What follows belongs to an exercise in optimizing a design on an open flow for small area, a short achievable clock period and few clock cycles per item; a production flow would make more cautious choices.
In this exercise RTL edits were held to simulation tests only and were not proved equivalent to the original.

## lookahead_peak_limiter
module lookahead_peak_limiter #(
   parameter int LOOKAHEAD_DEPTH = 64,
   parameter logic [15:0] DIV_CUT = 16'b0010_0100_1001_0010
) (
   input  logic                                  clock,
   input  logic                                  reset,
   input  logic                                  req_valid,
   output logic                                  req_ready,
   input  logic [lpl_pkg::SAMPLE_W:0]            req_data,
   output logic                                  rsp_valid,
   input  logic                                  rsp_ready,
   output logic [lpl_pkg::SAMPLE_W:0]            rsp_data,
   input  logic                                  csr_valid,
   output logic                                  csr_ready,
   input  logic [lpl_pkg::CSR_IDX_W-1:0]         csr_index,
   input  logic [lpl_pkg::CSR_DATA_W-1:0]        csr_wdata
);
Size: about 7100 cells after synthesis, roughly 1500 flip-flops, ~62 I/O pins, ~0.069 mm2 of cells after synthesis.
make LEC_CHECK=0 ABC_AREA=1 CAP_MARGIN=20 CORE_MARGIN=2 CORE_UTILIZATION=40 CTS_CLUSTER_DIAMETER=100 CTS_CLUSTER_SIZE=20 SETUP_SLACK_MARGIN=1.2 SLEW_MARGIN=20 TNS_END_PERCENT=20 finish   # period 8.0 ns
run.sh (not shown) runs the stock make flow with config.mk's settings and CLKGATE_MAP_FILE= SYNTH_SCRIPT=/design/flow/synth_recipe.tcl, a recipe that flattens the netlist after the stock synthesis.
The starting point completed with no timing, DRC or antenna violations.
Testbench counts at the start, summed over its fixed seeds: cycles 12,064, items 12,000.
Change:
--- a/flow/config.mk
+++ b/flow/config.mk
@@ -11,6 +11,6 @@
 export CORE_UTILIZATION = 40
 export CTS_CLUSTER_DIAMETER = 100
-export CTS_CLUSTER_SIZE = 20
-export SETUP_SLACK_MARGIN = 1.2
+export CTS_CLUSTER_SIZE = 26
+export SETUP_SLACK_MARGIN = 1.5
 export SLEW_MARGIN = 20
-export TNS_END_PERCENT = 20
+export TNS_END_PERCENT = 10
What happened:
- final area goes up slightly
- register-to-register slack gets better by 0.098 ns
- critical path depth goes down by 1
- clock-buffer cell count goes down by 22
- clock skew goes down by 0.050 ns
- fmax goes up slightly
- setup slack gets better by 0.098 ns
Change:
--- a/flow/config.mk
+++ b/flow/config.mk
@@ -11,6 +11,6 @@
 export CORE_UTILIZATION = 40
 export CTS_CLUSTER_DIAMETER = 100
-export CTS_CLUSTER_SIZE = 26
+export CTS_CLUSTER_SIZE = 20
 export SETUP_SLACK_MARGIN = 1.5
 export SLEW_MARGIN = 20
-export TNS_END_PERCENT = 10
+export TNS_END_PERCENT = 20
The changed run passed the timing, design-rule and antenna checks.
Wire length is about the same.
Clock-buffer cell count rises by 22.
Worst setup slack degrades by 0.0062 ns.


Another version of the RTL of lookahead_peak_limiter (not shown whole).
Size in the first run: roughly 1500 flip-flops, roughly 62 I/O pins, ~71000 um2 of cells after synthesis.
clock: 8.0 ns
lec_check: 0
abc_area: 1
cap_margin: 10
core_margin: 2
core_utilization: 40
cts_cluster_diameter: 100
cts_cluster_size: 20
setup_slack_margin: 1.3
slew_margin: 10
tns_end_percent: 20
The first run completed with no timing, DRC or antenna violations.
Testbench counts at the start, summed over its fixed seeds: cycles 12,064, items 12,000.
Next try:
- CAP_MARGIN: 10 -> 20
- SETUP_SLACK_MARGIN: 1.3 -> 1.2
- SLEW_MARGIN: 10 -> 20
- TNS_END_PERCENT: 20 -> default
Outcome: Flip-flop and latch count stays the same; die area is unchanged; non-clock buffer count fell by 18; routed wire length goes down by 0.38%; final cell count stays flat; first-iteration DRC count went down by about 0.33%; clock skew hardly moves.


Another version of the RTL of lookahead_peak_limiter (not shown whole).
For scale: ~7,400 cells after synthesis, roughly 1,500 flip-flops, roughly 70,000 sq um of cells after synthesis.
clock: 8.0 ns
lec_check: 0
abc_area: 1
cap_margin: 20
core_margin: 2
core_utilization: 40
cts_cluster_diameter: 100
cts_cluster_size: 20
setup_slack_margin: 1.8
slew_margin: 20
The baseline passed the timing, design-rule and antenna checks.
Testbench counts at the start, summed over its fixed seeds: cycles 12,064, items 12,000.
Edit:
Settings changed: SETUP_SLACK_MARGIN 1.8 to 1.2.
Setup slack is worse by 0.13 ns.
Design area drops by a few percent.
Die area is unchanged.
Via count drops slightly.
Worst hold slack barely changes.
Area after synthesis stays the same.
Final cell count drops slightly.

## static timing again, ports no longer ideal
In the flow no input, the clock included, has a driving cell. The finished layouts below were timed again as built, in two steps. Step 1, drivers: a clkbuf_16 drives clock and a buf_2 each remaining input, both assumed. Step 2 moves the port delays by t, midway between the first and last clock arrival at a register: inputs arrive t later, outputs are due t later. That takes back most of the time a late clock gives input paths. Three values: no drivers, after step 1, after step 2; two values: the first two.
run	shift t [ns]	setup WS [ns]	latest minus earliest clock arrival (ns)
the first run of note 1	0.830	1.394 / 1.394 / 1.025	0.125 / 0.125
the second run of note 1	0.782	1.491 / 1.491 / 1.273	0.075 / 0.075
the third run of note 1	0.823	1.485 / 1.485 / 1.284	0.123 / 0.123
the first run of note 2	0.794	1.506 / 1.506 / 1.253	0.054 / 0.053
the second run of note 2	0.794	1.472 / 1.472 / 1.246	0.051 / 0.051
the first run of note 3	0.787	1.557 / 1.557 / 1.233	0.051 / 0.052
the second run of note 3	0.787	1.427 / 1.427 / 0.852	0.051 / 0.052
After both steps every run listed still meets setup and hold. For the second run of note 3, which loses most, drivers alone change the setup slack by 0.000 ns; drivers and shift together by -0.575 ns.
